Background: an optimization exercise with open tools, aiming at small area, a short achievable clock period and few clock cycles per item. Do not read the settings as production practice.
Where RTL was checked, it was by simulation tests only, not by an equivalence proof against the original.
Function not checked in runs 1 to 4: the RTL went through the layout flow alone.

File: design/flow/flow/run.sh
#!/bin/bash
# The standard layout (standard synthesis, floorplan, placement, CTS, routing), except that
# the input and output ports are buffered with sky130_fd_sc_hd__buf_1 instead of the delay
# buffer buffer_ports picks by default.
set -euo pipefail
bash standard.sh "BUFFER_PORTS_ARGS=-buffer_cell sky130_fd_sc_hd__buf_1" finish > orfs_make.log 2>&1
File: design/flow/design.v
module sha_256_stream_core #(
  parameter int ROUNDS_PER_CYCLE = 1,
  parameter bit ENABLE_SHA224 = 1
) (
  input  logic         clk,
  input  logic         rst,
  input  logic         ena,
  input  logic [511:0] input_data,
  input  logic         input_valid,
  input  logic         input_first,
  input  logic         input_last,
  input  logic         mode_224,
  output logic         input_ready,
  output logic [255:0] output_hash,
  output logic         output_valid,
  input  logic         output_ready
);
  localparam logic [255:0] IV256 = 256'h6a09e667_bb67ae85_3c6ef372_a54ff53a_510e527f_9b05688c_1f83d9ab_5be0cd19;
  localparam logic [255:0] IV224 = 256'hc1059ed8_367cd507_3070dd17_f70e5939_ffc00b31_68581511_64f98fa7_befa4fa4;
  function automatic logic [31:0] kc(input logic [5:0] i);
    case (i)
      6'd0: kc = 32'h428a2f98;
      6'd1: kc = 32'h71374491;
      6'd2: kc = 32'hb5c0fbcf;
      6'd3: kc = 32'he9b5dba5;
      6'd4: kc = 32'h3956c25b;
      6'd5: kc = 32'h59f111f1;
      6'd6: kc = 32'h923f82a4;
      6'd7: kc = 32'hab1c5ed5;
      6'd8: kc = 32'hd807aa98;
      6'd9: kc = 32'h12835b01;
      6'd10: kc = 32'h243185be;
      6'd11: kc = 32'h550c7dc3;
      6'd12: kc = 32'h72be5d74;
      6'd13: kc = 32'h80deb1fe;
      6'd14: kc = 32'h9bdc06a7;
      6'd15: kc = 32'hc19bf174;
      6'd16: kc = 32'he49b69c1;
      6'd17: kc = 32'hefbe4786;
      6'd18: kc = 32'h0fc19dc6;
      6'd19: kc = 32'h240ca1cc;
      6'd20: kc = 32'h2de92c6f;
      6'd21: kc = 32'h4a7484aa;
      6'd22: kc = 32'h5cb0a9dc;
      6'd23: kc = 32'h76f988da;
      6'd24: kc = 32'h983e5152;
      6'd25: kc = 32'ha831c66d;
      6'd26: kc = 32'hb00327c8;
      6'd27: kc = 32'hbf597fc7;
      6'd28: kc = 32'hc6e00bf3;
      6'd29: kc = 32'hd5a79147;
      6'd30: kc = 32'h06ca6351;
      6'd31: kc = 32'h14292967;
      6'd32: kc = 32'h27b70a85;
      6'd33: kc = 32'h2e1b2138;
      6'd34: kc = 32'h4d2c6dfc;
      6'd35: kc = 32'h53380d13;
      6'd36: kc = 32'h650a7354;
      6'd37: kc = 32'h766a0abb;
      6'd38: kc = 32'h81c2c92e;
      6'd39: kc = 32'h92722c85;
      6'd40: kc = 32'ha2bfe8a1;
      6'd41: kc = 32'ha81a664b;
      6'd42: kc = 32'hc24b8b70;
      6'd43: kc = 32'hc76c51a3;
      6'd44: kc = 32'hd192e819;
      6'd45: kc = 32'hd6990624;
      6'd46: kc = 32'hf40e3585;
      6'd47: kc = 32'h106aa070;
      6'd48: kc = 32'h19a4c116;
      6'd49: kc = 32'h1e376c08;
      6'd50: kc = 32'h2748774c;
      6'd51: kc = 32'h34b0bcb5;
      6'd52: kc = 32'h391c0cb3;
      6'd53: kc = 32'h4ed8aa4a;
      6'd54: kc = 32'h5b9cca4f;
      6'd55: kc = 32'h682e6ff3;
      6'd56: kc = 32'h748f82ee;
      6'd57: kc = 32'h78a5636f;
      6'd58: kc = 32'h84c87814;
      6'd59: kc = 32'h8cc70208;
      6'd60: kc = 32'h90befffa;
      6'd61: kc = 32'ha4506ceb;
      6'd62: kc = 32'hbef9a3f7;
      6'd63: kc = 32'hc67178f2;
      default: kc = 32'h0;
    endcase
  endfunction
  function automatic logic [31:0] ivw(input logic m, input logic [2:0] i);
    case ({m, i})
      4'd0: ivw = 32'h6a09e667;
      4'd1: ivw = 32'hbb67ae85;
      4'd2: ivw = 32'h3c6ef372;
      4'd3: ivw = 32'ha54ff53a;
      4'd4: ivw = 32'h510e527f;
      4'd5: ivw = 32'h9b05688c;
      4'd6: ivw = 32'h1f83d9ab;
      4'd7: ivw = 32'h5be0cd19;
      4'd8: ivw = 32'hc1059ed8;
      4'd9: ivw = 32'h367cd507;
      4'd10: ivw = 32'h3070dd17;
      4'd11: ivw = 32'hf70e5939;
      4'd12: ivw = 32'hffc00b31;
      4'd13: ivw = 32'h68581511;
      4'd14: ivw = 32'h64f98fa7;
      4'd15: ivw = 32'hbefa4fa4;
      default: ivw = 32'h0;
    endcase
  endfunction
  function automatic logic [31:0] ror(input logic [31:0] x, input int n);
    ror = (x >> n) | (x << (32 - n));
  endfunction
  function automatic logic [31:0] maj(input logic [31:0] x, input logic [31:0] y, input logic [31:0] z);
    maj = (x & y) | (x & z) | (y & z);
  endfunction
  logic [6:0] t;
  logic busy;           
  logic cmt;            
  logic ld;             
  logic nb;             
  logic nfirst, nmode, nlast;
  logic cfirst, clast;  
  logic mmode;          
  logic omode;          
  logic inph;           
  logic [3:0] wi;       
  logic rdy, ov;
  logic dpend;          
  logic push, ov_next;
  logic [31:0] kk;      
  logic [1:0] fk;       
  logic [31:0] a, b, c, d, e, f, g, p;    
  logic [0:15][31:0] w;                   
  logic [0:3][31:0] ha, he, han, hen;     
  assign input_ready = rdy;
  assign output_valid = ov;
  assign output_hash = {ha[0], ha[1], ha[2], ha[3], he[0], he[1], he[2], omode ? 32'h0 : he[3]};
  assign push = cmt;
  logic dset;
  assign dset = (push && ld && clast || dpend) && (!rdy || ena);
  assign ov_next = dset || ov && !(ena && output_ready);
  logic [31:0] xa, xe, suma, sume;
  assign xa = cfirst ? ivw(mmode, {1'b0, fk}) : ha[3];
  assign xe = cfirst ? ivw(mmode, {1'b1, fk}) : he[3];
  assign suma = xa + a;
  assign sume = xe + e;
  assign han = push ? {suma, ha[0], ha[1], ha[2]} : ha;
  assign hen = push ? {sume, he[0], he[1], he[2]} : he;
  logic [31:0] s0, s1, ch, mj, u_s, u_c, e_s, e_c, x_s, x_c, y_s, y_c, na, ne;
  assign s1 = ror(e, 6) ^ ror(e, 11) ^ ror(e, 25);
  assign ch = (e & f) ^ (~e & g);
  assign s0 = ror(a, 2) ^ ror(a, 13) ^ ror(a, 22);
  assign mj = maj(a, b, c);
  assign u_s = p ^ s1 ^ ch;
  assign u_c = {maj(p, s1, ch), 1'b0};
  assign e_s = d ^ u_s ^ u_c;
  assign e_c = {maj(d, u_s, u_c), 1'b0};
  assign x_s = u_s ^ u_c ^ s0;
  assign x_c = {maj(u_s, u_c, s0), 1'b0};
  assign y_s = x_s ^ x_c ^ mj;
  assign y_c = {maj(x_s, x_c, mj), 1'b0};
  assign ne = e_s + e_c;
  assign na = y_s + y_c;
  logic [31:0] gop, cop, p_s, p_c;
  logic [5:0] ki;
  assign ki = t == 7'd63 ? 6'd0 : t == 7'd64 ? 6'd1 : 6'(t + 7'd2);
  assign gop = !ld ? g : nfirst ? ivw(nmode, 3'd7) : hen[3];
  assign cop = nfirst ? ivw(nmode, 3'd3) : han[3];
  assign p_s = gop ^ kk ^ w[15];
  assign p_c = {maj(gop, kk, w[15]), 1'b0};
  logic [31:0] sg0, sg1, w_s, w_c, v_s, v_c, wn, win;
  assign sg0 = ror(w[1], 7) ^ ror(w[1], 18) ^ (w[1] >> 3);
  assign sg1 = ror(w[14], 17) ^ ror(w[14], 19) ^ (w[14] >> 10);
  assign w_s = sg1 ^ w[9] ^ sg0;
  assign w_c = {maj(sg1, w[9], sg0), 1'b0};
  assign v_s = w_s ^ w_c ^ w[0];
  assign v_c = {maj(w_s, w_c, w[0]), 1'b0};
  assign win = input_data[511 - 32 * wi -: 32];
  assign wn = inph ? win : v_s + v_c;
  always_ff @(posedge clk) begin
    w <= {w[1:15], wn};
    p <= p_s + p_c;
    b <= ld ? (nfirst ? ivw(nmode, 3'd1) : han[1]) : a;
    c <= ld ? (nfirst ? ivw(nmode, 3'd2) : han[2]) : b;
    d <= ld ? cop : c;
    f <= ld ? (nfirst ? ivw(nmode, 3'd5) : hen[1]) : e;
    g <= ld ? (nfirst ? ivw(nmode, 3'd6) : hen[2]) : f;
    a <= ld ? (nfirst ? ivw(nmode, 3'd0) : han[0]) : na;
    e <= ld ? (nfirst ? ivw(nmode, 3'd4) : hen[0]) : ne;
    ha <= han;
    he <= hen;
  end
  always_ff @(posedge clk) begin
    if (rst) begin
      t <= 7'd62;
      busy <= 1'b0;
      cmt <= 1'b0;
      ld <= 1'b0;
      nb <= 1'b0;
      rdy <= 1'b0;
      ov <= 1'b0;
      dpend <= 1'b0;
      inph <= 1'b0;
    end else begin
      ov <= ov_next;
      dpend <= (push && ld && clast || dpend) && !dset;
      ld <= t == 7'd63;
      if (ena && rdy) rdy <= 1'b0;
      if (t == 7'd60) begin
        cmt <= busy && !ov_next;
        if (busy && !ov_next) rdy <= 1'b1;
      end else if (ld) begin
        cmt <= 1'b0;
      end
      if (t == 7'd61 && !cmt) begin
        busy <= 1'b0;
        t <= 7'd62;
      end else if (t == 7'd62) begin
        if (busy || (input_valid && !rdy)) begin
          t <= 7'd63;
          inph <= 1'b1;
        end
      end else if (t == 7'd63) begin
        t <= 7'd64;
        nb <= input_valid && !rdy;
      end else if (ld) begin
        busy <= nb;
        t <= nb ? 7'd0 : 7'd62;
        if (!nb) inph <= 1'b0;
      end else begin
        t <= t + 7'd1;
        if (t == 7'd13) inph <= 1'b0;
      end
    end
  end
  always_ff @(posedge clk) begin
    wi <= t == 7'd62 ? 4'd0 : wi + 4'd1;
    kk <= kc(ki);
    fk <= t == 7'd60 ? 2'd3 : fk - 2'd1;
    if (t == 7'd63) begin
      nfirst <= input_first;
      nmode <= mode_224;
      nlast <= input_last;
    end
    if (ld) begin
      if (push && clast) omode <= mmode;
      if (nb) begin
        cfirst <= nfirst;
        clast <= nlast;
        if (nfirst) mmode <= ENABLE_SHA224 && nmode;
      end
    end
  end
endmodule
File: design/flow/standard.sh
#!/bin/bash
# synth_recipe.tcl (not shown) runs the flow's synth.tcl, then flattens the netlist and writes it again
# the make line also repeats each setting of config.mk as NAME=value (left out here)
make -C /OpenROAD-flow-scripts/flow DESIGN_CONFIG=/design/flow/config.mk WORK_HOME=/design/flow/orfs CLKGATE_MAP_FILE= SYNTH_SCRIPT=/design/flow/synth_recipe.tcl "${@:-finish}"
File: design/flow/constraint.sdc
create_clock -name core_clock -period 9.5 [get_ports {clk}]
set_input_delay 1.9000 -clock core_clock [delete_from_list [all_inputs] [get_ports {clk}]]
set_output_delay 1.9000 -clock core_clock [all_outputs]
set_load 0.01 [all_outputs]
File: design/flow/config.mk
export PLATFORM = sky130hd
export DESIGN_NAME = sha_256_stream_core
export DESIGN_NICKNAME = sha_256_stream_core
export VERILOG_FILES = /design/flow/design.v
export SDC_FILE = /design/flow/constraint.sdc
export NUM_CORES = 4
export LEC_CHECK = 0
export CAP_MARGIN = 20
export CORE_MARGIN = 2
export CORE_UTILIZATION = 55
export SETUP_SLACK_MARGIN = 5
export SLEW_MARGIN = 20
==> results.sh, run 1 <==
export IMPL_firstDrtPassIters=7
export IMPL_ys_ff_latch=1084
export IMPL_critical_path_top_delay_family="adder cells"
export IMPL_syn2layout_area_growth_pct=17.9
export IMPL_timing_final_crit_share_pct=52.3
export IMPL_gp_congestion=1.11
export IMPL_finalClockSkew_ps=104
export IMPL_dieArea_sq_mm=0.104
export IMPL_netlist_instances=5640
export IMPL_nFillCells=8004
export IMPL_antenna_found_initial=41
export IMPL_path_buf_inv=3
export IMPL_maxCapViolations=0
export IMPL_cp_depth=18
export IMPL_synth_largest_area_cell="dfxtp_1"
export IMPL_synth_xor_area_share_pct=6.76
export IMPL_critPathLaunch="e[12]$_DFF_P_"
export IMPL_setup_tns_ps=0
export IMPL_final_antenna_net_count=0
export IMPL_die_w_um=323
export IMPL_hold_buffers=0
export IMPL_worstSetupEndpoint="a[27]$_DFF_P_"
export IMPL_ys_seq_area_share_pct=39.0
export IMPL_period_minus_slack_ps=4960
export IMPL_synth_edf_count=7
export IMPL_rsz0062_at_grt="true"
export IMPL_synthTopCellsByCount="dfxtp_1, inv_1, o21ai_0, xnor2_1, nor2_1"
export IMPL_placed_area_sq_mm=0.0590
export IMPL_reg2reg_depth=18
export IMPL_synth_top_family_by_area="compound AO/OA/AOI/OAI gates"
export IMPL_slowest_stage="fa_2"
export IMPL_fin_area_sq_mm=0.0659
export IMPL_start_kind="flop"
export IMPL_io_buffers=777
export IMPL_yosysMostFrequentCell="dfxtp_1"
export IMPL_die_h_um=323
export IMPL_final_hold_viol_count=0
export IMPL_root_buffer="clkbuf_16"
export IMPL_track_usage_pct=45.2
export IMPL_grt_max_degree=181
export IMPL_start_util_pct=55.6
export IMPL_critical_path_class="flop to flop"
export IMPL_clock_sinks=1084
export IMPL_synth_top_area_share_pct=38.6
export IMPL_clk_pin_slew_ps=60
export IMPL_setup_violations_final=0
export IMPL_synth_mux_area_share_pct=10.3
export IMPL_regArea_sq_mm=0.0219
export IMPL_numCtsBuffers=108
export IMPL_drive_gt1_share_pct=16.4
export IMPL_route_vias_total=50000
export IMPL_cp_arrival_ps=5540
export IMPL_htree_num_levels=3
export IMPL_yosysUniqueCellTypes=102
export IMPL_dp_hpwl_um=187000
export IMPL_nNetsFinal=7196
export IMPL_drt_vias_per_instance=6.48
export IMPL_grt_pass1_wl_um=334000
export IMPL_worstPathRequired_ps=10070
export IMPL_tightest_slew_ps=1210
export IMPL_status="finished clean"
export IMPL_slowest_delay_ps=600
export IMPL_worstPathCellList="buf_4 > buf_6 > buf_8 > xnor2_4 > xnor2_2 > fa_2 > ha_4 > xnor2_1 > fa_1 > ha_4 > o2111ai_4 > nand4_1 > nand3_2 > a2111oi_4 > or3_1 > a21oi_2 > xor2_1 > o32ai_1"
export IMPL_synth_area_sq_mm=0.0559
export IMPL_drc=0
export IMPL_clk_latency_ps=770
export IMPL_synth_fa_ha_area_share_pct=12.6
export IMPL_synth_simple_area_share_pct=7.79
export IMPL_grt_pass1_vias=45800
export IMPL_ys_warn_count=1
export IMPL_worst_setup_path_end_kind="flop"
export IMPL_boundaryPins=778
export IMPL_synth_compound_area_share_pct=17.6
export IMPL_synth_ff_type="dfxtp_1"
export IMPL_first_iter_violations=7358
export IMPL_core_area_sq_mm=0.100
export IMPL_ff2ff_setup_slack_ps=4540
export IMPL_wirelength_um=249000
export IMPL_grt_ovfl_total=0
export IMPL_hp_class="flop to flop"
export IMPL_worstPathMaxFanout=4
export IMPL_maxSlewHeadroom_pct=18.5
export IMPL_clock_path_buffers=3
export IMPL_num_rows=116
export IMPL_wl_per_cell_um=32.3
export IMPL_max_freq_ghz=0.201
export IMPL_multi_input_area_sq_mm=0.0326
export IMPL_report_final_slew_viol_count=0
export IMPL_synthArstFlopShare_pct=0
export IMPL_cp_common_cell="ha_4"
export IMPL_cts_tree="built"
export IMPL_syn_area_per_cell_sq_um=9.91
export IMPL_synthTopCellsByArea="dfxtp_1, fa_1, ha_1, xnor2_1, mux2_2"
export IMPL_regToRegEndpoint="a[27]$_DFF_P_"
export IMPL_timing_rr_start="e[12]$_DFF_P_"
==> repair_timing <==
action,4_1_cts,5_1_grt
gates cloned,5,3
setup buffers,47,42
pin swaps,53,86
endpoints found under the setup margin,196,110
resized for setup,255,218
==> layer usage <==
layer	wire length [um]	part of all wire [%]	vias to the layer above	GRT usage, %
met5	663	0.27	-	2.82
met4	15100	6.1	24	21.0
met3	37700	15	777	19.1
met2	102000	41	3901	64.1
met1	93400	37	24200	59.1
li1	-	-	21100	-
==> registers in the layout, indices dropped and copies added (netlist names), 2 cells and up <==
name  cells
a        32
b        32
c        32
d        32
e        32
f        32
fk        2
g        32
ha      128
he      128
kk       32
p        32
t         7
w       512
wi        4
==> kinds of logic after synthesis <==
kind of cell               Yosys count
AOI/OAI and AO/OA                 1492
DFF                               1084
adders and majority gates          450
xor gates and xnor gates           431
muxes                              423
and+or+nand+nor                    961
buffers and inverters              799
==> placed cells by master, fill, tap and decap left out, drive strengths merged, types with 48 or more instances in the layout <==
cell type | synthesis | layout
dfxtp | 1077 | 1077
buf | 151 | 919
o21ai | 364 | 364
inv | 361 | 362
xnor2 | 332 | 332
nor2 | 326 | 327
a21oi | 324 | 324
nand2 | 302 | 302
mux2 | 243 | 243
ha | 242 | 242
o211ai | 203 | 203
fa | 191 | 191
clkbuf | 284 | 147
xor2 | 99 | 99
mux4 | 96 | 96
a21o | 90 | 90
mux2i | 84 | 84
nor2b | 65 | 66
nand3 | 65 | 65
nor3 | 60 | 60
a211oi | 54 | 54
o22a | 48 | 48
a31oi | 48 | 48
==> how the worst min path moves through the flow <==
stage | start | to | slack [ps] | cells after the start
after floorplan | w[68]$_DFF_P_ | w[100]$_DFF_P_ | 310 | 0
after CTS | w[81]$_DFF_P_ | w[113]$_DFF_P_ | 270 | 0
after global routing | w[81]$_DFF_P_ | w[113]$_DFF_P_ | 270 | 0
final | w[445]$_DFF_P_ | w[477]$_DFF_P_ | 280 | 0
after global placement | w[138]$_DFF_P_ | w[170]$_DFF_P_ | 310 | 0
after detailed placement | w[70]$_DFF_P_ | w[102]$_DFF_P_ | 310 | 0
==> per-stage QoR <==
step	instances	worst slack (ps)	hold slack (ps)	util, %
after floorplan	5640	5000	310	-
after global routing	7700	4400	270	65.6
final	7710	4540	282	65.6
after detailed placement	7393	3070	312	58.8
after global placement	7393	2950	310	58.8
after CTS	7640	4570	273	64.1
==> cell type report <==
class                           instances  area share, %
Sequential cell                      1084           33.3
Inverter                              364           2.11
Antenna cell                           25         0.0949
Tap cell                             1357           2.58
Multi-Input combinational cell       3760           49.5
Clock buffer                          144           4.61
Clock inverter                         51           1.21
Timing Repair Buffer                  925           6.65
==> worst reg2reg max path: stages, from the launching register on <==
cell and delay, ps:
dfxtp_4 380, buf_4 140, buf_6 120, buf_8 140, xnor2_4 130, xnor2_2 160
fa_2 600, ha_4 210, xnor2_1 320, fa_1 550, ha_4 300, o2111ai_4 120
nand4_1 380, nand3_2 270, a2111oi_4 120, or3_1 420, a21oi_2 180, xor2_1 180
o32ai_1 110
==> inputs of run 2 (changes only) <==
--- a/design/flow/config.mk
+++ b/design/flow/config.mk
@@ -8,5 +8,7 @@
 export CAP_MARGIN = 20
 export CORE_MARGIN = 2
 export CORE_UTILIZATION = 55
+export CTS_BUF_LIST = sky130_fd_sc_hd__clkbuf_8
+export CTS_CLUSTER_SIZE = 24
 export SETUP_SLACK_MARGIN = 5
 export SLEW_MARGIN = 20
==> run 2 against run 1 <==
  * Core utilization down 0.22 points
  * Largest cell class unchanged
  * Non-clock buffer count down 1
  * Still clean
  * Count of clock-buffer cells in the layout up 67
==> results.sh, run 2 <==
export IMPL_critical_path_class="flop to flop"
export IMPL_clock_path_buffers=3
export IMPL_report_final_slew_viol_count=0
export IMPL_slowest_delay_ps=490
export IMPL_synth_largest_area_cell="dfxtp_1"
export IMPL_route_vias_total=50200
export IMPL_worstPathRequired_ps=10300
export IMPL_track_usage_pct=45.0
export IMPL_numCtsBuffers=172
export IMPL_syn2layout_area_growth_pct=17.6
export IMPL_synth_edf_count=7
export IMPL_maxSlewHeadroom_pct=14.6
export IMPL_setup_violations_final=0
export IMPL_synth_simple_area_share_pct=7.79
export IMPL_ys_warn_count=1
export IMPL_syn_area_per_cell_sq_um=9.91
export IMPL_finalClockSkew_ps=69.3
export IMPL_boundaryPins=778
export IMPL_dp_hpwl_um=187000
export IMPL_antenna_found_initial=50
export IMPL_timing_final_crit_share_pct=52.9
export IMPL_status="finished clean"
export IMPL_wirelength_um=246000
export IMPL_synth_top_area_share_pct=38.6
export IMPL_final_antenna_net_count=0
export IMPL_root_buffer="clkbuf_8"
export IMPL_core_area_sq_mm=0.100
export IMPL_dieArea_sq_mm=0.104
export IMPL_synth_compound_area_share_pct=17.6
export IMPL_slowest_stage="fa_1"
export IMPL_yosysUniqueCellTypes=102
export IMPL_grt_pass1_vias=46500
export IMPL_maxCapViolations=0
export IMPL_cp_common_cell="fa_1"
export IMPL_gp_congestion=1.11
export IMPL_grt_max_degree=181
export IMPL_clk_latency_ps=920
export IMPL_final_hold_viol_count=0
export IMPL_ys_ff_latch=1084
export IMPL_synth_top_family_by_area="compound AO/OA/AOI/OAI gates"
export IMPL_max_freq_ghz=0.199
export IMPL_synthTopCellsByCount="dfxtp_1, inv_1, o21ai_0, xnor2_1, nor2_1"
export IMPL_top_register="w"
export IMPL_first_iter_violations=7179
export IMPL_worst_setup_path_end_kind="flop"
export IMPL_synth_mux_area_share_pct=10.3
export IMPL_grt_pass1_wl_um=333000
export IMPL_die_w_um=323
export IMPL_ys_seq_area_share_pct=39.0
export IMPL_synth_area_sq_mm=0.0559
export IMPL_tightest_slew_ps=1270
export IMPL_setup_tns_ps=0
export IMPL_reg_top3="w x512, ha x128, he x128"
export IMPL_io_buffers=777
export IMPL_wl_per_cell_um=31.4
export IMPL_cp_arrival_ps=5830
export IMPL_htree_num_levels=4
export IMPL_synth_ff_type="dfxtp_1"
export IMPL_worstPathMaxFanout=3
export IMPL_clock_sinks=1084
export IMPL_layout_commonest_cell="dfxtp_1"
export IMPL_synthArstFlopShare_pct=0
export IMPL_drc=0
export IMPL_clk_pin_slew_ps=60
export IMPL_drt_vias_per_instance=6.40
export IMPL_die_h_um=323
export IMPL_layout_common_cells="dfxtp_1, buf_1, inv_1, o21ai_0, nor2_1"
export IMPL_yosysMostFrequentCell="dfxtp_1"
export IMPL_num_rows=116
export IMPL_cts_tree="built"
export IMPL_synth_xor_area_share_pct=6.76
export IMPL_hp_class="flop to flop"
export IMPL_firstDrtPassIters=9
export IMPL_synth_fa_ha_area_share_pct=12.6
export IMPL_nNetsFinal=7258
export IMPL_start_util_pct=55.6
export IMPL_rsz0062_at_grt="true"
export IMPL_drive_gt1_share_pct=16.8
export IMPL_largest_register_ffs=512
export IMPL_start_kind="flop"
export IMPL_period_minus_slack_ps=5030
export IMPL_synthTopCellsByArea="dfxtp_1, fa_1, ha_1, xnor2_1, mux2_2"
export IMPL_netlist_instances=5640
export IMPL_worstPathCellList="xnor2_4 > xnor2_2 > fa_1 > ha_1 > xor2_1 > fa_1 > inv_1 > ha_2 > inv_2 > fa_2 > nor2b_4 > o2111ai_4 > nand4_1 > nand3_2 > a2111oi_4 > nor3_2 > o31ai_2 > nor3b_1 > a221oi_1"
export IMPL_grt_ovfl_total=0
==> run 2: cell counts after synthesis <==
Identical to the previous run, type by type.
==> run 2: cell families after synthesis <==
group,after synthesis
multiplexers,423
XOR/XNOR,431
AO/OA/AOI/OAI,1492
flip-flops,1084
buffers and inverters,799
AND/OR/NAND/NOR,961
adder cells (fa/ha/maj),450
==> run 2: final cells by class <==
cell class | count | area (sq um)
Antenna cell | 36 | 90.1
Clock buffer | 211 | 2900
Clock inverter | 99 | 1020
Fill cell | 8112 | 34800
Inverter | 364 | 1390
Multi-Input combinational cell | 3759 | 32300
Sequential cell | 1084 | 21900
Tap cell | 1357 | 1700
Timing Repair Buffer | 924 | 4370
==> run 2: through the flow <==
| step | util (%) | area [sq um] | worst slack [ps] | hold WS [ps] | std cells |
|---|---|---|---|---|---|
| 3_5_place_dp | 58.8 | 59000 | 3070 | 312 | 7393 |
| 4_1_cts | 64.2 | 64500 | 4540 | 282 | 7753 |
| 3_3_place_gp | 58.8 | 59000 | 2950 | 310 | 7393 |
| 2_1_floorplan | - | 55900 | 5000 | 310 | 5640 |
| 6_report | 65.4 | 65700 | 4470 | 288 | 7834 |
| 5_1_grt | 65.4 | 65600 | 4330 | 307 | 7819 |
==> run 2: routing by layer <==
layer / track usage [%] / vias up / part of all wire, %
met5: 1.76 / - / 0.18
met4: 22.5 / 28 / 6.1
met3: 21.6 / 760 / 15
met2: 62.5 / 3865 / 41
met1: 58.0 / 24300 / 38
li1: - / 21200 / -
==> run 2: worst max-delay path: cells and delay by family, from the launching register on <==
| kind | cells | cell delay (ps) |
|---|---|---|
| AOI/OAI and AO/OA | 4 | 1080 |
| xor gates and xnor gates | 3 | 560 |
| and+or+nand+nor | 5 | 920 |
| buffers and inverters | 2 | 110 |
| adders and majority gates | 5 | 1830 |
| DFF | 1 | 390 |
==> run 2: final timing paths <==
path	from	cells past startpoint	to	slack, ps
setup / recovery	e[26]$_DFF_P_	19	a[31]$_DFF_P_	4470
hold / removal	w[111]$_DFF_P_	0	w[143]$_DFF_P_	290
setup reg to reg	e[26]$_DFF_P_	19	a[31]$_DFF_P_	4470
hold reg to reg	w[111]$_DFF_P_	0	w[143]$_DFF_P_	290
==> run 2: timing repair <==
action                     CTS  global route
cloned                       5             2
pin swaps                   56            62
setup endpoints to repair  199           100
gates resized for setup    243           157
hold buffers                 0             0
setup buffers               45            43
==> inputs of run 3 (changes only) <==
==> design/flow/run.sh (new file) <==
#!/bin/bash
# synth_recipe.tcl (not shown) runs the flow's synth.tcl, then flattens the netlist and writes it again
# the make line also repeats each setting of config.mk as NAME=value (left out here)
make -C /OpenROAD-flow-scripts/flow DESIGN_CONFIG=/design/flow/config.mk WORK_HOME=/design/flow/orfs CLKGATE_MAP_FILE= SYNTH_SCRIPT=/design/flow/synth_recipe.tcl finish
--- a/design/flow/config.mk
+++ b/design/flow/config.mk
@@ -7,8 +7,6 @@
 export LEC_CHECK = 0
 export CAP_MARGIN = 20
 export CORE_MARGIN = 2
-export CORE_UTILIZATION = 55
-export CTS_BUF_LIST = sky130_fd_sc_hd__clkbuf_8
-export CTS_CLUSTER_SIZE = 24
+export CORE_UTILIZATION = 40
 export SETUP_SLACK_MARGIN = 5
 export SLEW_MARGIN = 20
removed: design/flow/flow/run.sh
removed: design/flow/standard.sh
==> run 3 against run 2 <==
  * Sequential cell count unchanged
  * Still clean on timing, DRC and antenna
  * Synthesized cell count stayed put
  * Highest routed layer unchanged
  * Largest cell class unchanged
  * Via count shrank 4.4%
  * Final area increased by 7.5%
  * Non-clock buffer count increased by 3
==> results.sh, run 3 <==
export IMPL_synth_area_sq_mm=0.0559
export IMPL_dp_slack_ps=3300
export IMPL_wirelength_um=248000
export IMPL_syn_area_per_cell_sq_um=9.91
export IMPL_slowest_stage="fa_2"
export IMPL_met1_usage_pct=49.1
export IMPL_placed_area_sq_mm=0.0647
export IMPL_grt_pass1_wl_um=336000
export IMPL_worstPathRequired_ps=10150
export IMPL_layout_commonest_cell="dfxtp_1"
export IMPL_maxCapViolations=0
export IMPL_dp_cells=7925
export IMPL_ys_seq_area_share_pct=39.0
export IMPL_track_usage_pct=33.1
export IMPL_drive_gt1_share_pct=15.2
export IMPL_largest_register_ffs=512
export IMPL_final_hold_viol_count=0
export IMPL_clock_sinks=1084
export IMPL_core_area_sq_mm=0.139
export IMPL_whs_endpoint="w[208]$_DFF_P_"
export IMPL_clock_path_buffers=3
export IMPL_critical_path_class="flop to flop"
export IMPL_clk_latency_ps=780
export IMPL_synthTopCellsByArea="dfxtp_1, fa_1, ha_1, xnor2_1, mux2_2"
export IMPL_report_final_slew_viol_count=0
export IMPL_synth_top_area_share_pct=38.6
export IMPL_htree_num_levels=3
export IMPL_synthTopCellsByCount="dfxtp_1, inv_1, o21ai_0, xnor2_1, nor2_1"
export IMPL_finalClockSkew_ps=56.2
export IMPL_hold_buffers=0
export IMPL_start_kind="flop"
export IMPL_hp_class="flop to flop"
export IMPL_drt_vias_per_instance=5.82
export IMPL_die_w_um=378
export IMPL_cp_common_cell="fa_2"
export IMPL_gr_usage_met3_pct=11.9
export IMPL_max_freq_ghz=0.203
export IMPL_grt_ovfl_total=0
export IMPL_timing_final_crit_share_pct=51.8
export IMPL_maxSlewHeadroom_pct=21.0
export IMPL_ff2ff_setup_slack_ps=4580
export IMPL_synth_edf_count=7
export IMPL_yosysUniqueCellTypes=102
export IMPL_ys_ff_latch=1084
export IMPL_utilization_pct=50.8
export IMPL_final_antenna_net_count=0
export IMPL_worstPathMaxFanout=2
export IMPL_dp_hpwl_um=193000
export IMPL_synthArstFlopShare_pct=0
export IMPL_setup_violations_final=0
export IMPL_netlist_instances=5640
export IMPL_route_vias_total=47900
export IMPL_io_buffers=777
export IMPL_grt_use_met2_pct=45.0
export IMPL_timing_rr_start="e[26]$_DFF_P_"
export IMPL_layout_common_cells="dfxtp_1, clkdlybuf4s50_1, inv_1, o21ai_0, nor2_1"
export IMPL_num_rows=137
export IMPL_synth_largest_area_cell="dfxtp_1"
export IMPL_period_minus_slack_ps=4920
export IMPL_grt_pass1_vias=44100
export IMPL_first_iter_violations=5616
export IMPL_setup_tns_ps=0
export IMPL_reg2reg_depth=19
export IMPL_path_buf_inv=2
export IMPL_dieArea_sq_mm=0.143
export IMPL_cts_tree="built"
export IMPL_tightest_slew_ps=1170
export IMPL_die_h_um=378
export IMPL_boundaryPins=778
export IMPL_syn2layout_area_growth_pct=26.4
export IMPL_min_delay_start="w[176]$_DFF_P_"
export IMPL_critical_path_top_delay_family="adder cells"
export IMPL_fin_area_sq_mm=0.0706
export IMPL_clk_pin_slew_ps=70
export IMPL_worst_setup_path_end_kind="flop"
export IMPL_nNetsFinal=7195
export IMPL_top_register="w"
export IMPL_instances_no_fill=8229
export IMPL_regToRegEndpoint="a[31]$_DFF_P_"
export IMPL_gp_congestion=1.00
export IMPL_numCtsBuffers=108
export IMPL_reg_top3="w x512, ha x128, he x128"
export IMPL_busiest_layer="met1"
export IMPL_yosysMostFrequentCell="dfxtp_1"
export IMPL_antenna_found_initial=35
export IMPL_setup_slack_ps=4580
export IMPL_wl_per_cell_um=30.1
export IMPL_whs_path_depth=0
export IMPL_ys_warn_count=1
export IMPL_root_buffer="clkbuf_16"
export IMPL_status="finished clean"
export IMPL_synth_ff_type="dfxtp_1"
export IMPL_start_util_pct=40.2
export IMPL_slowest_delay_ps=530
export IMPL_cp_arrival_ps=5570
export IMPL_rsz0062_at_grt="true"
export IMPL_drc=0
export IMPL_worstPathCellList="xnor2_4 > xnor2_2 > fa_2 > ha_4 > xor2_2 > fa_1 > inv_1 > ha_2 > inv_2 > fa_2 > nor2b_2 > o2111ai_2 > nand4_1 > nand3_2 > a2111oi_4 > nor3_2 > o31ai_2 > nor3b_2 > a221oi_1"
export IMPL_firstDrtPassIters=8
export IMPL_grt_max_degree=96
-- run 3: stage by stage --
step	hold WS (ps)
after global placement	310
after floorplan	310
after global routing	310
after detailed placement	312
final	305
after CTS	306
-- run 3: metal layers --
metal	part of all wire [%]	vias to the layer above	wire, um
met3	12	327	29400
met1	45	23900	113000
met5	0.13	-	325
met4	2.2	26	5510
met2	40	2646	99700
li1	-	21100	-
-- run 3: area by class of cell --
class	count	area (sq um)
Multi-Input combinational cell	3757	32100
Antenna cell	19	47.5
Clock buffer	148	3050
Sequential cell	1084	21900
Fill cell	12700	68400
Clock inverter	54	601
Tap cell	1876	2350
Inverter	364	1390
Timing Repair Buffer	927	9190
-- run 3: logic make-up (layout without fill, tap and decap cells) --
group / count (synthesis) / in the layout / share of synthesized area [%]
DFF: 1084 / 1084 / 39.0
muxes: 423 / 423 / 10.3
other: 0 / 19 / 0
AOI/OAI and AO/OA: 1492 / 1492 / 17.6
xor gates and xnor gates: 431 / 431 / 6.76
buffers and inverters: 799 / 1493 / 6.04
and+or+nand+nor: 961 / 961 / 7.79
adders and majority gates: 450 / 450 / 12.6
-- run 3: worst max path at each step --
stage | slack, ps | startpoint | endpoint | depth (start not counted)
4_1_cts | 4580 | e[12]$_DFF_P_ | a[31]$_DFF_P_ | 19
5_1_grt | 4490 | e[26]$_DFF_P_ | a[31]$_DFF_P_ | 19
3_3_place_gp | 3300 | fk[0]$_SDFF_PP1_ | a[25]$_DFF_P_ | 17
3_5_place_dp | 3300 | fk[0]$_SDFF_PP1_ | a[25]$_DFF_P_ | 17
6_report | 4580 | e[26]$_DFF_P_ | a[31]$_DFF_P_ | 19
2_1_floorplan | 5000 | e[1]$_DFF_P_ | a[31]$_DFF_P_ | 19
-- run 3: what timing repair did --
| item | CTS | global route |
|---|---|---|
| resized for setup | 205 | 149 |
| pin swaps | 51 | 72 |
| setup buffers | 44 | 35 |
| gates cloned | 1 | 3 |
| setup endpoints to repair | 199 | 108 |
-- run 3: worst reg2reg max path, cell delays in order (launching register included) --
cell       delay [ps]
dfxtp_4           390
xnor2_4           170
xnor2_2           240
fa_2              530
ha_4              300
xor2_2            150
fa_1              430
inv_1              70
ha_2              190
inv_2              50
fa_2              370
nor2b_2           160
o2111ai_2         160
nand4_1           300
nand3_2           220
a2111oi_4         440
nor3_2            120
o31ai_2           270
nor3b_2            80
a221oi_1          220
==> inputs of run 4 (changes only) <==
--- a/design/flow/config.mk
+++ b/design/flow/config.mk
@@ -7,6 +7,6 @@
 export LEC_CHECK = 0
 export CAP_MARGIN = 20
 export CORE_MARGIN = 2
-export CORE_UTILIZATION = 40
+export CORE_UTILIZATION = 55
 export SETUP_SLACK_MARGIN = 5
 export SLEW_MARGIN = 20
==> run 4 against run 3 <==
  * Fmax is 3.4% higher
  * Clock skew up 18 ps
  * Die area shrank 27%
  * Still clean on timing, DRC and antenna
  * Critical path depth down 1
  * Worst setup slack improved by 160 ps
==> results.sh, run 4 <==
export IMPL_ys_warn_count=1
export IMPL_synth_area_sq_mm=0.0559
export IMPL_synth_top_area_share_pct=38.6
export IMPL_start_util_pct=55.6
export IMPL_maxCapViolations=0
export IMPL_numCtsBuffers=106
export IMPL_report_final_slew_viol_count=0
export IMPL_worst_setup_path_end_kind="flop"
export IMPL_whs_path_depth=0
export IMPL_route_vias_total=49600
export IMPL_first_iter_violations=7193
export IMPL_critical_path_class="flop to flop"
export IMPL_dp_slack_ps=3180
export IMPL_gp_congestion=1.12
export IMPL_io_buffers=777
export IMPL_synth_edf_count=7
export IMPL_synthTopCellsByCount="dfxtp_1, inv_1, o21ai_0, xnor2_1, nor2_1"
export IMPL_grt_use_met2_pct=63.4
export IMPL_min_delay_start="w[344]$_DFF_P_"
export IMPL_dieArea_sq_mm=0.104
export IMPL_period_minus_slack_ps=4760
export IMPL_placed_area_sq_mm=0.0639
export IMPL_dp_hpwl_um=189000
export IMPL_regToRegEndpoint="a[31]$_DFF_P_"
export IMPL_grt_ovfl_total=0
export IMPL_fin_area_sq_mm=0.0703
export IMPL_track_usage_pct=45.0
export IMPL_tightest_slew_ps=1280
export IMPL_htree_num_levels=3
export IMPL_die_h_um=323
export IMPL_clock_path_buffers=3
export IMPL_maxSlewHeadroom_pct=13.5
export IMPL_die_w_um=323
export IMPL_final_hold_viol_count=0
export IMPL_clk_pin_slew_ps=70
export IMPL_utilization_pct=70.0
export IMPL_whs_endpoint="w[376]$_DFF_P_"
export IMPL_ff2ff_setup_slack_ps=4740
export IMPL_worstPathMaxFanout=6
export IMPL_syn_area_per_cell_sq_um=9.91
export IMPL_ys_ff_latch=1084
export IMPL_synthTopCellsByArea="dfxtp_1, fa_1, ha_1, xnor2_1, mux2_2"
export IMPL_reg_top3="w x512, ha x128, he x128"
export IMPL_met1_usage_pct=58.9
export IMPL_boundaryPins=778
export IMPL_layout_commonest_cell="dfxtp_1"
export IMPL_final_antenna_net_count=0
export IMPL_cts_tree="built"
export IMPL_worstPathRequired_ps=10140
export IMPL_root_buffer="clkbuf_16"
export IMPL_synthArstFlopShare_pct=0
export IMPL_nFillCells=7544
export IMPL_yosysMostFrequentCell="dfxtp_1"
export IMPL_max_freq_ghz=0.210
export IMPL_drive_gt1_share_pct=16.0
export IMPL_top_register="w"
export IMPL_largest_register_ffs=512
export IMPL_status="finished clean"
export IMPL_hp_class="flop to flop"
export IMPL_rsz0062_at_grt="true"
export IMPL_grt_max_degree=157
export IMPL_grt_pass1_wl_um=333000
export IMPL_layout_common_cells="dfxtp_1, clkdlybuf4s50_1, inv_1, o21ai_0, nor2_1"
export IMPL_num_rows=116
export IMPL_hold_buffers=0
export IMPL_drt_vias_per_instance=6.43
export IMPL_cp_arrival_ps=5400
export IMPL_core_area_sq_mm=0.100
export IMPL_setup_slack_ps=4740
export IMPL_clk_latency_ps=740
export IMPL_wl_per_cell_um=32.0
export IMPL_yosysUniqueCellTypes=102
export IMPL_start_kind="flop"
export IMPL_firstDrtPassIters=8
export IMPL_clock_sinks=1084
export IMPL_antenna_found_initial=36
export IMPL_gr_usage_met3_pct=18.5
export IMPL_drc=0
export IMPL_grt_pass1_vias=46500
export IMPL_ys_seq_area_share_pct=39.0
export IMPL_finalClockSkew_ps=74.2
export IMPL_busiest_layer="met2"
export IMPL_timing_rr_start="a[3]$_DFF_P_"
export IMPL_synth_ff_type="dfxtp_1"
export IMPL_nNetsFinal=7192
export IMPL_setup_violations_final=0
export IMPL_syn2layout_area_growth_pct=25.9
export IMPL_synth_largest_area_cell="dfxtp_1"
export IMPL_wirelength_um=247000
export IMPL_timing_final_crit_share_pct=50.1
export IMPL_reg2reg_depth=18
export IMPL_netlist_instances=5640
export IMPL_setup_tns_ps=0
==> run 4: logic make-up (layout without fill, tap and decap cells) <==
group	Yosys count	in the layout	synth area share (%)
flip-flops	1084	1084	39.0
XOR/XNOR	431	431	6.76
AND/OR/NAND/NOR	961	963	7.79
AO/OA/AOI/OAI	1492	1492	17.6
other	0	28	0
adder cells (fa/ha/maj)	450	450	12.6
buffers and inverters	799	1483	6.04
multiplexers	423	423	10.3
==> run 4: cell type report <==
class | instances | area, sq um | share of cell area [%]
timing repair buffer | 924 | 9230 | 13.1
inverter | 364 | 1400 | 1.98
sequential | 1084 | 21900 | 31.2
tap | 1357 | 1700 | 2.41
clock inverter | 50 | 636 | 0.904
multi-input combinational | 3759 | 32400 | 46.0
clock buffer | 145 | 3020 | 4.29
antenna | 28 | 70.1 | 0.0996
==> run 4: what timing repair did <==
action / 4_1_cts / 5_1_grt
endpoints found under the setup margin: 173 / 97
pin swaps: 31 / 97
hold endpoints to repair: 0 / 0
gates cloned: 3 / 4
setup buffers: 33 / 52
gates resized for setup: 212 / 228
==> run 4: worst max-delay path, stage by stage, from the launching register on <==
cell	delay (ps)
dfxtp_1	780
xnor2_1	180
xnor2_1	550
xor2_2	160
fa_1	510
inv_2	80
ha_4	140
inv_2	40
fa_2	410
nor2b_4	130
o2111ai_2	170
nand4_1	150
buf_6	140
nand3_4	130
a2111oi_4	380
nor3_2	110
o31ai_2	240
nor3b_1	90
a221oi_1	230
==> run 4: through the flow <==
stage | std cells | hold slack, ps
2_1_floorplan | 5640 | 310
3_3_place_gp | 7396 | 310
3_5_place_dp | 7396 | 312
4_1_cts | 7627 | 265
5_1_grt | 7703 | 269
6_report | 7711 | 270
==> run 4: worst max-delay path by stage <==
stage | depth (start not counted) | to | start | slack [ps]
2_1_floorplan | 19 | a[31]$_DFF_P_ | e[1]$_DFF_P_ | 5000
3_3_place_gp | 18 | a[30]$_DFF_P_ | fk[0]$_SDFF_PP1_ | 3190
3_5_place_dp | 18 | a[30]$_DFF_P_ | fk[0]$_SDFF_PP1_ | 3180
4_1_cts | 17 | a[31]$_DFF_P_ | e[10]$_DFF_P_ | 4730
5_1_grt | 19 | a[31]$_DFF_P_ | e[1]$_DFF_P_ | 4630
6_report | 18 | a[31]$_DFF_P_ | a[3]$_DFF_P_ | 4740
==> run 4: layer usage <==
| metal | share of wire (%) | wire [um] |
|---|---|---|
| met1 | 38 | 93300 |
| met2 | 41 | 102000 |
| met3 | 15 | 36000 |
| met4 | 6.0 | 14900 |
| met5 | 0.29 | 710 |
==> inputs of run 5 (changes only) <==
--- a/design/flow/design.v
+++ b/design/flow/design.v
@@ -110,6 +110,52 @@
   function automatic logic [31:0] ror(input logic [31:0] x, input int n);
     ror = (x >> n) | (x << (32 - n));
   endfunction
+  function automatic logic [31:0] addks(input logic [31:0] x, input logic [31:0] y);
+    logic [31:0] gg, pp, hx, gn, pn;
+    hx = x ^ y;
+    for (int i = 0; i < 32; i++) gg[i] = hx[i] ? 1'b0 : x[i];
+    pp = x | y;
+    for (int k = 1; k < 32; k = 2 * k) begin
+      for (int i = 0; i < 32; i++) begin
+        gn[i] = i >= k ? gg[i] | pp[i] & gg[i - k] : gg[i];
+        pn[i] = i >= k ? pp[i] & pp[i - k] : pp[i];
+      end
+      gg = gn;
+      pp = pn;
+    end
+    addks = hx ^ {gg[30:0], 1'b0};
+  endfunction
+  function automatic logic [31:0] addsk(input logic [31:0] x, input logic [31:0] y);
+    logic [31:0] gg, pp, hx, gn, pn;
+    hx = x ^ y;
+    gg = x & y;
+    pp = x | y;
+    for (int k = 1; k < 32; k = 2 * k) begin
+      for (int i = 0; i < 32; i++) begin
+        int j;
+        j = (i / (2 * k)) * (2 * k) + k - 1;
+        gn[i] = (i % (2 * k)) >= k ? gg[i] | pp[i] & gg[j] : gg[i];
+        pn[i] = (i % (2 * k)) >= k ? pp[i] & pp[j] : pp[i];
+      end
+      gg = gn;
+      pp = pn;
+    end
+    addsk = hx ^ {gg[30:0], 1'b0};
+  endfunction
+  function automatic logic [31:0] addcs(input logic [31:0] x, input logic [31:0] y);
+    logic [16:0] lo;
+    logic [15:0] h0, h1;
+    lo = {1'b0, x[15:0]} + {1'b0, y[15:0]};
+    h0 = x[31:16] + y[31:16];
+    h1 = x[31:16] + y[31:16] + 16'd1;
+    addcs = {lo[16] ? h1 : h0, lo[15:0]};
+  endfunction
+  function automatic logic [63:0] csa(input logic [31:0] x, input logic [31:0] y, input logic [31:0] z);
+    logic [31:0] hx, cy;
+    hx = x ^ y;
+    for (int i = 0; i < 32; i++) cy[i] = hx[i] ? z[i] : x[i];
+    csa = {hx ^ z, cy[30:0], 1'b0};
+  endfunction
   function automatic logic [31:0] maj(input logic [31:0] x, input logic [31:0] y, input logic [31:0] z);
     maj = (x & y) | (x & z) | (y & z);
   endfunction
@@ -140,8 +186,8 @@
   assign dset = (push && ld && clast || dpend) && (!rdy || ena);
   assign ov_next = dset || ov && !(ena && output_ready);
   logic [31:0] xa, xe, suma, sume;
-  assign xa = cfirst ? ivw(mmode, {1'b0, fk}) : ha[3];
-  assign xe = cfirst ? ivw(mmode, {1'b1, fk}) : he[3];
+  logic [1:0] fkn;
+  assign fkn = t == 7'd60 ? 2'd3 : fk - 2'd1;
   assign suma = xa + a;
   assign sume = xe + e;
   assign han = push ? {suma, ha[0], ha[1], ha[2]} : ha;
@@ -151,16 +197,12 @@
   assign ch = (e & f) ^ (~e & g);
   assign s0 = ror(a, 2) ^ ror(a, 13) ^ ror(a, 22);
   assign mj = maj(a, b, c);
-  assign u_s = p ^ s1 ^ ch;
-  assign u_c = {maj(p, s1, ch), 1'b0};
-  assign e_s = d ^ u_s ^ u_c;
-  assign e_c = {maj(d, u_s, u_c), 1'b0};
-  assign x_s = u_s ^ u_c ^ s0;
-  assign x_c = {maj(u_s, u_c, s0), 1'b0};
-  assign y_s = x_s ^ x_c ^ mj;
-  assign y_c = {maj(x_s, x_c, mj), 1'b0};
-  assign ne = e_s + e_c;
-  assign na = y_s + y_c;
+  assign {u_s, u_c} = csa(p, ch, s1);
+  assign {e_s, e_c} = csa(d, u_s, u_c);
+  assign {x_s, x_c} = csa(mj, u_c, u_s);
+  assign {y_s, y_c} = csa(x_c, x_s, s0);
+  sha_add32 u_adde (.x(e_s), .y(e_c), .s(ne));
+  sha_add32 u_adda (.x(y_s), .y(y_c), .s(na));
   logic [31:0] gop, cop, p_s, p_c;
   logic [5:0] ki;
   assign ki = t == 7'd63 ? 6'd0 : t == 7'd64 ? 6'd1 : 6'(t + 7'd2);
@@ -236,7 +278,9 @@
   always_ff @(posedge clk) begin
     wi <= t == 7'd62 ? 4'd0 : wi + 4'd1;
     kk <= kc(ki);
-    fk <= t == 7'd60 ? 2'd3 : fk - 2'd1;
+    fk <= fkn;
+    xa <= cfirst ? ivw(mmode, {1'b0, fkn}) : han[3];
+    xe <= cfirst ? ivw(mmode, {1'b1, fkn}) : hen[3];
     if (t == 7'd63) begin
       nfirst <= input_first;
       nmode <= mode_224;
@@ -252,3 +296,26 @@
     end
   end
 endmodule
+module sha_add32 (
+  input  logic [31:0] x,
+  input  logic [31:0] y,
+  output logic [31:0] s
+);
+  always_comb begin
+    logic [31:0] gg, pp, hx, gn, pn;
+    hx = x ^ y;
+    gg = x & y;
+    pp = x | y;
+    for (int k = 1; k < 32; k = 2 * k) begin
+      for (int i = 0; i < 32; i++) begin
+        int j;
+        j = (i / (2 * k)) * (2 * k) + k - 1;
+        gn[i] = (i % (2 * k)) >= k ? gg[i] | pp[i] & gg[j] : gg[i];
+        pn[i] = (i % (2 * k)) >= k ? pp[i] & pp[j] : pp[i];
+      end
+      gg = gn;
+      pp = pn;
+    end
+    s = hx ^ {gg[30:0], 1'b0};
+  end
+endmodule
==> design/flow/flow/run.sh (new file) <==
#!/bin/bash
# The standard layout (standard synthesis, floorplan, placement, CTS, routing), except that
# the input and output ports are buffered with sky130_fd_sc_hd__buf_1 instead of the delay
# buffer buffer_ports picks by default, and timing repair aims at a 6 ns setup margin.
set -euo pipefail
bash standard.sh "BUFFER_PORTS_ARGS=-buffer_cell sky130_fd_sc_hd__buf_1" SETUP_SLACK_MARGIN=6 finish > orfs_make.log 2>&1
==> design/flow/standard.sh (new file) <==
#!/bin/bash
# synth_recipe.tcl (not shown) runs the flow's synth.tcl, then flattens the netlist and writes it again
# the make line also repeats each setting of config.mk as NAME=value (left out here)
make -C /OpenROAD-flow-scripts/flow DESIGN_CONFIG=/design/flow/config.mk WORK_HOME=/design/flow/orfs CLKGATE_MAP_FILE= SYNTH_SCRIPT=/design/flow/synth_recipe.tcl "${@:-finish}"
--- a/design/flow/config.mk
+++ b/design/flow/config.mk
@@ -10,3 +10,4 @@
 export CORE_UTILIZATION = 55
 export SETUP_SLACK_MARGIN = 5
 export SLEW_MARGIN = 20
+export SYNTH_HIERARCHICAL = 1
removed: design/flow/run.sh
==> run 5 against run 4 <==
  * Non-clock buffer count grew 127
  * Register-to-register slack lost 40 ps
  * Final area grew 3.9%
  * Via count grew 13%
  * Wire length grew 16%
  * Largest cell class unchanged
  * Worst setup slack lost 38 ps
  * Final cell count grew 9.1%
==> results.sh, run 5 <==
export IMPL_yosysMostFrequentCell="dfxtp_1"
export IMPL_wirelength_um=285000
export IMPL_top_register="w"
export IMPL_whs_path_depth=0
export IMPL_nNetsFinal=7786
export IMPL_final_hold_viol_count=0
export IMPL_numCtsBuffers=112
export IMPL_synth_ff_type="dfxtp_1"
export IMPL_ys_ff_latch=1148
export IMPL_largest_register_ffs=512
export IMPL_max_freq_ghz=0.208
export IMPL_regToRegEndpoint="a[22]$_DFF_P_"
export IMPL_ys_seq_area_share_pct=38.7
export IMPL_cp_depth=16
export IMPL_worstSetupEndpoint="a[22]$_DFF_P_"
export IMPL_worstPathMaxFanout=6
export IMPL_worst_setup_path_end_kind="flop"
export IMPL_clk_pin_slew_ps=70
export IMPL_path_buf_inv=3
export IMPL_first_iter_violations=8561
export IMPL_die_h_um=333
export IMPL_start_util_pct=55.5
export IMPL_grt_ovfl_total=0
export IMPL_worstPathCellList="xnor2_1 > xnor2_1 > xor2_1 > xnor2_2 > inv_1 > ha_1 > nor2_2 > o2111ai_4 > nand3_4 > and4_4 > buf_12 > o211ai_1 > buf_4 > a211o_1 > o311a_1 > a22o_1"
export IMPL_grt_pass1_vias=52900
export IMPL_instances_no_fill=8411
export IMPL_grt_pass1_wl_um=379000
export IMPL_layout_commonest_cell="dfxtp_1"
export IMPL_ys_warn_count=8
export IMPL_maxSlewHeadroom_pct=17.7
export IMPL_die_w_um=333
export IMPL_drive_gt1_share_pct=21.1
export IMPL_htree_num_levels=3
export IMPL_dieArea_sq_mm=0.111
export IMPL_start_kind="flop"
export IMPL_timing_rr_start="a[6]$_DFF_P_"
export IMPL_synthTopCellsByArea="dfxtp_1, ha_1, xnor2_1, mux4_2, mux2_2"
export IMPL_synthTopCellsByCount="dfxtp_1, inv_1, nand2_1, xnor2_1, o21ai_0"
export IMPL_track_usage_pct=47.6
export IMPL_wl_per_cell_um=33.9
export IMPL_setup_slack_ps=4700
export IMPL_route_vias_total=56000
export IMPL_status="finished clean"
export IMPL_slowest_delay_ps=920
export IMPL_yosysUniqueCellTypes=111
export IMPL_core_area_sq_mm=0.107
export IMPL_hold_ws_ps=244
export IMPL_num_rows=120
export IMPL_drt_vias_per_instance=6.65
export IMPL_drc=0
export IMPL_critical_path_class="flop to flop"
export IMPL_root_buffer="clkbuf_16"
export IMPL_cp_arrival_ps=5430
export IMPL_hp_class="flop to flop"
export IMPL_grt_max_degree=112
export IMPL_cts_tree="built"
export IMPL_reg_top3="w x512, ha x128, he x128"
export IMPL_dp_slack_ps=4240
export IMPL_dp_cells=7955
export IMPL_setup_tns_ps=0
export IMPL_reg2reg_depth=16
export IMPL_clock_sinks=1148
export IMPL_synth_edf_count=7
export IMPL_final_antenna_net_count=0
export IMPL_period_minus_slack_ps=4800
export IMPL_rsz0062_at_grt="true"
export IMPL_hold_buffers=0
export IMPL_firstDrtPassIters=12
export IMPL_clock_path_buffers=3
export IMPL_syn_area_per_cell_sq_um=9.68
export IMPL_setup_violations_final=0
export IMPL_synthArstFlopShare_pct=0
export IMPL_clk_latency_ps=780
export IMPL_synth_top_area_share_pct=38.4
export IMPL_report_final_slew_viol_count=0
export IMPL_antenna_found_initial=66
export IMPL_maxCapViolations=0
export IMPL_gp_congestion=1.09
export IMPL_worstPathRequired_ps=10130
export IMPL_synth_largest_area_cell="dfxtp_1"
export IMPL_timing_final_crit_share_pct=50.5
export IMPL_cp_common_cell="xnor2_1"
export IMPL_ff2ff_setup_slack_ps=4700
export IMPL_slowest_stage="xnor2_1"
export IMPL_finalClockSkew_ps=111
export IMPL_tightest_slew_ps=1220
export IMPL_netlist_instances=6149
export IMPL_boundaryPins=778
export IMPL_io_buffers=777
export IMPL_layout_common_cells="dfxtp_1, buf_1, inv_1, nand2_1, xnor2_1"
export IMPL_syn2layout_area_growth_pct=22.8
export IMPL_synth_area_sq_mm=0.0595
export IMPL_critPathLaunch="a[6]$_DFF_P_"
export IMPL_critical_path_top_delay_family="XOR/XNOR gates"
export IMPL_dp_hpwl_um=201000
-- run 5: metrics by stage --
stage	utilization [%]	area, sq um
6_report	68.2	73100
5_1_grt	68.2	73100
4_1_cts	66.3	71100
3_5_place_dp	59.1	63400
3_3_place_gp	59.1	63400
2_1_floorplan	-	60500
-- run 5: per-module statistics from Yosys (local to each module, per instance) --
module               times used  cells inside  flip-flops and latches
sha_256_stream_core           1          5575                    1148
sha_add32                     2           287                       0
-- run 5: worst min path at each step --
| stage | to | from | slack, ps |
|---|---|---|---|
| finish | w[196]$_DFF_P_ | w[164]$_DFF_P_ | 240 |
| floorplan | w[456]$_DFF_P_ | w[424]$_DFF_P_ | 310 |
| global route | w[163]$_DFF_P_ | w[131]$_DFF_P_ | 280 |
| detailed placement | w[130]$_DFF_P_ | w[98]$_DFF_P_ | 310 |
| global placement | w[369]$_DFF_P_ | w[337]$_DFF_P_ | 310 |
| CTS | w[196]$_DFF_P_ | w[164]$_DFF_P_ | 250 |
-- run 5: metal layers --
metal,vias to the layer above,part of all wire (%),track usage [%]
met2,4686,41,69.4
met3,1360,14,17.7
met5,-,0.082,0
met1,27100,36,59.7
met4,26,8.3,28.7
li1,22800,-,-
-- run 5: what timing repair did --
item                                    4_1_cts  5_1_grt
setup buffers                               131       71
pin swaps                                   142      150
gates cloned                                 16        4
gates resized for setup                     500      258
endpoints found under the setup margin      230      201
-- run 5: layout make-up --
class                   count  area [sq um]
multi-input cells        4079         36000
fillers                  7640         34100
flip-flops and latches   1148         23300
repair buffers           1051          6060
clock buffers             153          3240
inverters                 495          1890
well taps                1403          1760
clock inverters            55           848
diodes                     26          65.1
repair inverters            1          8.76
-- run 5: cells by family after synthesis --
group / count (synthesis) / share of synthesized area, %
simple gates: 1210 / 9.36
compound gates: 1475 / 16.7
mux: 414 / 10.1
fa+ha+maj: 410 / 9.82
flops: 1148 / 38.7
buf+inv: 927 / 6.70
other cells: 1 / 0.00630
xor+xnor: 564 / 8.54
Testbench counts of run 5, summed over its fixed seeds: cycles 39,942, blocks 614.
==> inputs of run 6 (changes only) <==
==> design/flow/flow/run.sh (replaced) <==
#!/bin/bash
# The standard layout (standard synthesis, floorplan, placement, CTS, routing), except that
# the input and output ports are buffered with sky130_fd_sc_hd__buf_1 instead of the delay
# buffer buffer_ports picks by default.
set -euo pipefail
bash standard.sh "BUFFER_PORTS_ARGS=-buffer_cell sky130_fd_sc_hd__buf_1" finish > orfs_make.log 2>&1
==> run 6 against run 5 <==
  * Count of clock-buffer cells in the layout is 8 lower
  * Global-route usage down 4.8 points
  * Fmax grew 2.9%
  * Final cell count fell by 2.0%
  * Worst hold slack improved by 32 ps
  * First-iteration DRC count fell by 15%
  * Critical path type unchanged
==> results.sh, run 6 <==
export IMPL_status="finished clean"
export IMPL_drt_vias_per_instance=6.33
export IMPL_clk_latency_ps=740
export IMPL_die_h_um=333
export IMPL_track_usage_pct=42.7
export IMPL_route_vias_total=52100
export IMPL_hp_class="flop to flop"
export IMPL_yosysMostFrequentCell="dfxtp_1"
export IMPL_firstDrtPassIters=9
export IMPL_worst_setup_path_end_kind="flop"
export IMPL_synth_ff_type="dfxtp_1"
export IMPL_syn2layout_area_growth_pct=14.9
export IMPL_grt_max_degree=112
export IMPL_clk_pin_slew_ps=70
export IMPL_antenna_found_initial=47
export IMPL_synth_largest_area_cell="dfxtp_1"
export IMPL_syn_area_per_cell_sq_um=9.68
export IMPL_htree_num_levels=3
export IMPL_clock_path_buffers=3
export IMPL_cts_tree="built"
export IMPL_synth_edf_count=7
export IMPL_io_buffers=777
export IMPL_timing_final_crit_share_pct=49.1
export IMPL_largest_register_ffs=512
export IMPL_cp_arrival_ps=5250
export IMPL_clock_sinks=1148
export IMPL_start_kind="flop"
export IMPL_instances_no_fill=8240
export IMPL_num_rows=120
export IMPL_synthArstFlopShare_pct=0
export IMPL_dp_hpwl_um=192000
export IMPL_maxSlewHeadroom_pct=16.0
export IMPL_drive_gt1_share_pct=13.7
export IMPL_reg_top3="w x512, ha x128, he x128"
export IMPL_worstPathRequired_ps=10090
export IMPL_dieArea_sq_mm=0.111
export IMPL_max_freq_ghz=0.214
export IMPL_boundaryPins=778
export IMPL_first_iter_violations=7279
export IMPL_synth_area_sq_mm=0.0595
export IMPL_grt_pass1_wl_um=342000
export IMPL_core_area_sq_mm=0.107
export IMPL_synthTopCellsByCount="dfxtp_1, inv_1, nand2_1, xnor2_1, o21ai_0"
export IMPL_grt_ovfl_total=0
export IMPL_wirelength_um=250000
export IMPL_worstPathMaxFanout=4
export IMPL_dp_cells=7959
export IMPL_numCtsBuffers=109
export IMPL_maxCapViolations=0
export IMPL_synth_top_area_share_pct=38.4
export IMPL_layout_commonest_cell="dfxtp_1"
export IMPL_root_buffer="clkbuf_16"
export IMPL_nNetsFinal=7624
export IMPL_top_register="w"
export IMPL_ys_ff_latch=1148
export IMPL_final_hold_viol_count=0
export IMPL_period_minus_slack_ps=4670
export IMPL_synthTopCellsByArea="dfxtp_1, ha_1, xnor2_1, mux4_2, mux2_2"
export IMPL_setup_tns_ps=0
export IMPL_grt_pass1_vias=48500
export IMPL_yosysUniqueCellTypes=111
export IMPL_setup_violations_final=0
export IMPL_netlist_instances=6149
export IMPL_report_final_slew_viol_count=0
export IMPL_tightest_slew_ps=1220
export IMPL_finalClockSkew_ps=62.7
export IMPL_start_util_pct=55.5
export IMPL_final_antenna_net_count=0
export IMPL_wl_per_cell_um=30.3
export IMPL_ys_seq_area_share_pct=38.7
export IMPL_ys_warn_count=8
export IMPL_drc=0
export IMPL_hold_buffers=0
export IMPL_die_w_um=333
export IMPL_gp_congestion=1.04
export IMPL_layout_common_cells="dfxtp_1, buf_1, inv_1, nand2_1, xnor2_1"
export IMPL_rsz0062_at_grt="true"
export IMPL_critical_path_class="flop to flop"
## run 6: worst paths after layout
check | from | end | slack [ps] | depth (start not counted)
worst max-delay path | e[27]$_DFF_P_ | a[19]$_DFF_P_ | 4830 | 18
worst min-delay path | w[77]$_DFF_P_ | w[109]$_DFF_P_ | 280 | 0
worst max register to register | e[27]$_DFF_P_ | a[19]$_DFF_P_ | 4830 | 18
worst min register to register | w[77]$_DFF_P_ | w[109]$_DFF_P_ | 280 | 0
## run 6: layout make-up
class | instances | area [sq um]
clock inverter | 61 | 790
timing repair buffer | 895 | 4070
tap | 1403 | 1760
fill | 8501 | 38800
inverter | 495 | 1870
sequential | 1148 | 23200
multi-input combinational | 4077 | 33600
clock buffer | 145 | 3060
antenna | 16 | 40.0
## run 6: logic make-up after synthesis
| family | count (synthesis) | share of synthesized area (%) |
|---|---|---|
| multiplexers | 414 | 10.1 |
| buffers and inverters | 927 | 6.70 |
| other | 1 | 0.00630 |
| XOR/XNOR | 564 | 8.54 |
| AND/OR/NAND/NOR | 1210 | 9.36 |
| flip-flops | 1148 | 38.7 |
| AO/OA/AOI/OAI | 1475 | 16.7 |
| adder cells (fa/ha/maj) | 410 | 9.82 |
## run 6: timing repair
item                                    CTS  global route
endpoints found under the setup margin   74            82
cloned                                    4             3
gates resized for setup                 101           185
pin swaps                                11            35
buffers inserted                         23            29
hold endpoints to repair                  0             0
## run 6: per-layer routing
metal | vias to the layer above | share of wire (%) | GRT usage, % | wire [um]
li1 | 22500 | - | - | -
met1 | 25300 | 39 | 58.2 | 98200
met2 | 3674 | 41 | 60.3 | 101000
met3 | 676 | 14 | 15.1 | 35200
met4 | 14 | 5.9 | 19.9 | 14700
met5 | - | 0.035 | 0 | 87
## run 6: metrics by stage
step / util [%] / area (sq um) / worst slack [ps] / hold slack, ps
2_1_floorplan: - / 59500 / 5150 / 310
3_3_place_gp: 58.5 / 62700 / 4230 / 310
3_5_place_dp: 58.5 / 62700 / 4130 / 312
4_1_cts: 62.7 / 67200 / 4860 / 272
5_1_grt: 63.8 / 68400 / 4730 / 290
6_report: 63.8 / 68400 / 4830 / 275
## run 6: critical path, cell delays in order, from the launching register on
cell and delay, ps:
dfxtp_4 410, xnor2_4 180, xnor2_4 270, xor3_1 400
or2_4 300, nand2_8 110, xor2_4 200, xor2_2 200
xnor2_2 120, ha_2 230, or2_1 250, o2111ai_2 230
nand3_2 200, and4_4 280, or4_4 460, a21oi_4 170
xnor2_1 70, nor2b_1 120, or3_1 330
## run 6: Yosys stat by module, one instance, submodules excluded
module	cells inside	cell area [sq um]
sha_256_stream_core	5575	55400
sha_add32	287	2070

-- afterwards: timing with drivers on the ports --
The results above use ideal ports. As a check the final layouts listed here were re-extracted and re-timed, cells and wires unchanged. Step 1 sets driving cells, clkbuf_16 on the clock port and buf_2 on the other inputs (assumed; they add their load-dependent delay and slew). Step 2, shift: input delay + t, output delay - t, t = (earliest + latest rising clock arrival at the registers) / 2. This alone moves slack from input paths to output paths. Slacks: no drivers / after step 1 / after step 2; pairs: no drivers / after step 1.
run	t (ns)	setup WS [ns]	hold WS [ns]	latest minus earliest clock arrival (ns)	slew at the worst register clock pin (ns)
run 1	0.800	4.535 / 4.535 / 4.535	0.282 / 0.282 / 0.282	0.107 / 0.106	0.07 / 0.07
run 2	0.955	4.474 / 4.474 / 4.474	0.288 / 0.288 / 0.288	0.069 / 0.069	0.08 / 0.08
run 3	0.834	4.576 / 4.576 / 4.576	0.305 / 0.305 / 0.305	0.063 / 0.063	0.07 / 0.07
run 4	0.789	4.737 / 4.737 / 4.575	0.270 / 0.270 / 0.270	0.077 / 0.077	0.07 / 0.07
run 5	0.804	4.699 / 4.699 / 4.699	0.244 / 0.244 / 0.244	0.111 / 0.112	0.08 / 0.08
run 6	0.782	4.835 / 4.835 / 4.835	0.275 / 0.275 / 0.275	0.065 / 0.066	0.07 / 0.07
After both steps every run listed still meets setup and hold. For run 4, which loses most, drivers alone change the setup slack by 0.000 ns; drivers and shift together by -0.162 ns.
